Background: an optimization exercise with open tools, aiming at small area and a short achievable clock period. Do not read the settings as production practice.
Only simulation tests tie the RTL to the original design; equivalence was not proved.

Setup of zinc:
==> flow/design.v (excerpt) <==
module awgn_gen (
	input  wire logic clk,
	input  wire logic rst_n,
	input  wire logic run,
	input  wire logic [snr_pkg::snr_width-1:0] snr_db,
	input  wire logic snr_load,
	output logic signed [awgn_pkg::sample_width-1:0] awgn_out,
	output logic signed [awgn_pkg::quant_width-1:0] awgn_out_quant,
	output logic signed [snr_pkg::noise_width-1:0] noise_out,
	output logic sample_valid,
	output logic snr_err
);
Size: about 870 cells after synthesis, ~89 flip-flops, roughly 7900 um^2 of cells after synthesis.
export LEC_CHECK = 0
export ABC_CLOCK_PERIOD_IN_PS = 2000
export CAP_MARGIN = 20
export CORE_MARGIN = 2
export CORE_UTILIZATION = 40
export SETUP_SLACK_MARGIN = 5.0
export SLEW_MARGIN = 20
export SYNTH_MEMORY_MAX_BITS = 16384
create_clock -name core_clock -period 7.5 [get_ports {clk}]
run.sh (not shown) runs the stock make flow with config.mk's settings and CLKGATE_MAP_FILE= SYNTH_SCRIPT=/design/flow/synth_recipe.tcl, a recipe that flattens the netlist after the stock synthesis.
Input-level comparison between violet and zinc:
- changing CORE_UTILIZATION from 40 to 60
- changing SETUP_SLACK_MARGIN from 5.0 to 4.5
==> flow/flow/run.sh (new file) <==
#!/bin/bash
# Standard layout, with the port buffers made from buf_2 cells instead of
# the default pick (a slow delay buffer). Each tool's output goes to a log here.
set -euo pipefail
export BUFFER_PORTS_ARGS="-buffer_cell sky130_fd_sc_hd__buf_2"
bash standard.sh > standard_make.log 2>&1
==> flow/standard.sh (new file) <==
#!/bin/bash
# synth_recipe.tcl (not shown) runs the flow's synth.tcl, then flattens the netlist and writes it again
# the make line also repeats each setting of config.mk as NAME=value (left out here)
make -C /OpenROAD-flow-scripts/flow DESIGN_CONFIG=/design/flow/config.mk WORK_HOME=/design/flow/orfs CLKGATE_MAP_FILE= SYNTH_SCRIPT=/design/flow/synth_recipe.tcl "${@:-finish}"
removed: flow/run.sh
Per the comparison of violet with zinc, violation count after the first detailed-routing iteration saw a decrease. Compared with zinc, in violet met2 global-route usage went up by 7.0 points; die area has decreased; fill cell total of the finished layout decreased by 39% relative to the old numbers. On cell depth of the worst flop-to-flop path: between violet and zinc, it ends up higher for violet. Looking at number of clock buffer instances in the layout, violet sits 2 higher than zinc does. violet against zinc: post-CTS setup repair buffer count fell 65, combined buffer and inverter count along the critical path about even, worst hold slack after final layout fell 4.8 ps.
### violet -> garnet
- swapping 4.5 for 4.7 in SETUP_SLACK_MARGIN
Findings:
- violet has higher share of the clock period used by the worst path after layout than garnet.
- Clock-buffer cell count (garnet over violet): decrease, 2
Changes in raven relative to garnet:
- CAP_MARGIN: 20 -> 0
- SETUP_SLACK_MARGIN: 4.7 -> 4.8
- SLEW_MARGIN: 20 -> 0
==> flow/run.sh (new file) <==
#!/bin/bash
# synth_recipe.tcl (not shown) runs the flow's synth.tcl, then flattens the netlist and writes it again
# the make line also repeats each setting of config.mk as NAME=value (left out here)
make -C /OpenROAD-flow-scripts/flow DESIGN_CONFIG=/design/flow/config.mk WORK_HOME=/design/flow/orfs CLKGATE_MAP_FILE= SYNTH_SCRIPT=/design/flow/synth_recipe.tcl finish
removed: flow/flow/run.sh
removed: flow/standard.sh
==> notes.md <==
Number of fillers in the final layout (lower): raven
Diff garnet -> raven | final net count | up by a few percent
raven ended with more global-route usage than garnet.
--- input diff raven..xenon ---
- changing SLEW_MARGIN from 0 to 20
- setting CTS_BUF_LIST to sky130_fd_sc_hd__clkbuf_4 sky130_fd_sc_hd__clkbuf_8 for the first time
- changing CAP_MARGIN from 0 to 20
- setting CTS_CLUSTER_SIZE to 30 for the first time
==> flow/flow/run.sh (new file) <==
#!/bin/bash
# Standard layout, with the port buffers made from buf_2 cells instead of
# the default pick (a slow delay buffer). Each tool's output goes to a log here.
set -euo pipefail
export BUFFER_PORTS_ARGS="-buffer_cell sky130_fd_sc_hd__buf_2"
bash standard.sh > standard_make.log 2>&1
==> flow/standard.sh (new file) <==
#!/bin/bash
# synth_recipe.tcl (not shown) runs the flow's synth.tcl, then flattens the netlist and writes it again
# the make line also repeats each setting of config.mk as NAME=value (left out here)
make -C /OpenROAD-flow-scripts/flow DESIGN_CONFIG=/design/flow/config.mk WORK_HOME=/design/flow/orfs CLKGATE_MAP_FILE= SYNTH_SCRIPT=/design/flow/synth_recipe.tcl "${@:-finish}"
removed: flow/run.sh
Findings:
Wire length sits lower in xenon than in raven.
xenon and raven ended up with roughly the same total placed cells including tap cells.
Met1 track utilization from global routing, xenon and raven: higher on raven

== job 101 ==
awgn_gen, a different RTL version from the one above (not shown whole).
Size: roughly 89 flip-flops, ~57 I/O pins, roughly 7800 um^2 of cells after synthesis.
export LEC_CHECK = 0
export CAP_MARGIN = 20
export CORE_MARGIN = 2
export CORE_UTILIZATION = 60
export CTS_BUF_LIST = sky130_fd_sc_hd__clkbuf_4 sky130_fd_sc_hd__clkbuf_8
export CTS_CLUSTER_SIZE = 30
export SETUP_SLACK_MARGIN = 4.8
export SLEW_MARGIN = 20
export SYNTH_MEMORY_MAX_BITS = 16384
create_clock -name core_clock -period 7.5 [get_ports {clk}]
standard.sh (not shown) runs the stock make flow with config.mk's settings and CLKGATE_MAP_FILE= SYNTH_SCRIPT=/design/flow/synth_recipe.tcl, a recipe that flattens the netlist after the stock synthesis.
==> flow/flow/run.sh <==
#!/bin/bash
# Standard layout, with the port buffers made from buf_2 cells instead of
# the default pick (a slow delay buffer). Each tool's output goes to a log here.
set -euo pipefail
export BUFFER_PORTS_ARGS="-buffer_cell sky130_fd_sc_hd__buf_1"
bash standard.sh > standard_make.log 2>&1
### job 101 -> job 104
-- flow/flow/run.sh --
<<< job 101, line 5
export BUFFER_PORTS_ARGS="-buffer_cell sky130_fd_sc_hd__buf_1"
>>> job 104, line 5
export BUFFER_PORTS_ARGS="-buffer_cell sky130_fd_sc_hd__buf_2"
- Job 104 ran to completion and came out clean on the timing, design-rule and antenna checks.
- Post-route clock period utilization delta (job 101 -> job 104): insignificant
- On final setup skew, job 104 and job 101 are basically level.
- Job 101 has lower layout overhead on the synthesized area than job 104.
- Between job 101 and job 104, the clock latency of the later-clocked register in the worst-skew pair figures differ only marginally.
- Going from job 101 to job 104, the multi-input logic area was found to have gone up by 36 um^2.
- Looking at global-route met3 utilization, job 104 sits 0.53 points higher than job 101 does.
- Delta (job 104 minus job 101): share of the final layout cell area in sequential cells decreased by 0.30 points relative to the old numbers; via count did not really move; core utilization climbed 0.76 points.

## afterwards: timing with drivers on the ports
Ports are ideal in the flow. The routed layouts listed here were re-timed in OpenROAD.
Step 1: set_driving_cell puts a clkbuf_16 on clk and a buf_2 on each other input, an assumption about the parent block.
Step 2, shift: input delay + t, output delay - t, t = (earliest + latest rising clock arrival at the registers) / 2. This alone moves slack from input paths to output paths.
a / b / c = no drivers / after step 1 / after step 2; a / b = the first two.
run | t (ns) | slack for setup (ns) | worst setup path at the end | clock arrival spread, ns
zinc | 0.406 | 4.893 / 4.888 / 4.687 | input to register | 0.014 / 0.014
violet | 0.388 | 4.597 / 4.597 / 4.597 | register to register | 0.009 / 0.009
garnet | 0.396 | 4.677 / 4.677 / 4.677 | register to register | 0.010 / 0.010
raven | 0.397 | 4.813 / 4.789 / 4.547 | input to register | 0.010 / 0.010
xenon | 0.412 | 4.821 / 4.801 / 4.821 | register to register | 0.016 / 0.016
job 101 | 0.420 | 4.841 / 4.804 / 4.816 | input to register | 0.022 / 0.022
job 104 | 0.417 | 4.843 / 4.804 / 4.845 | input to register | 0.019 / 0.019
After both steps every run listed still meets setup and hold. The setup slack of raven, which loses most, moves by -0.024 ns with the drivers and by -0.266 ns with both steps.
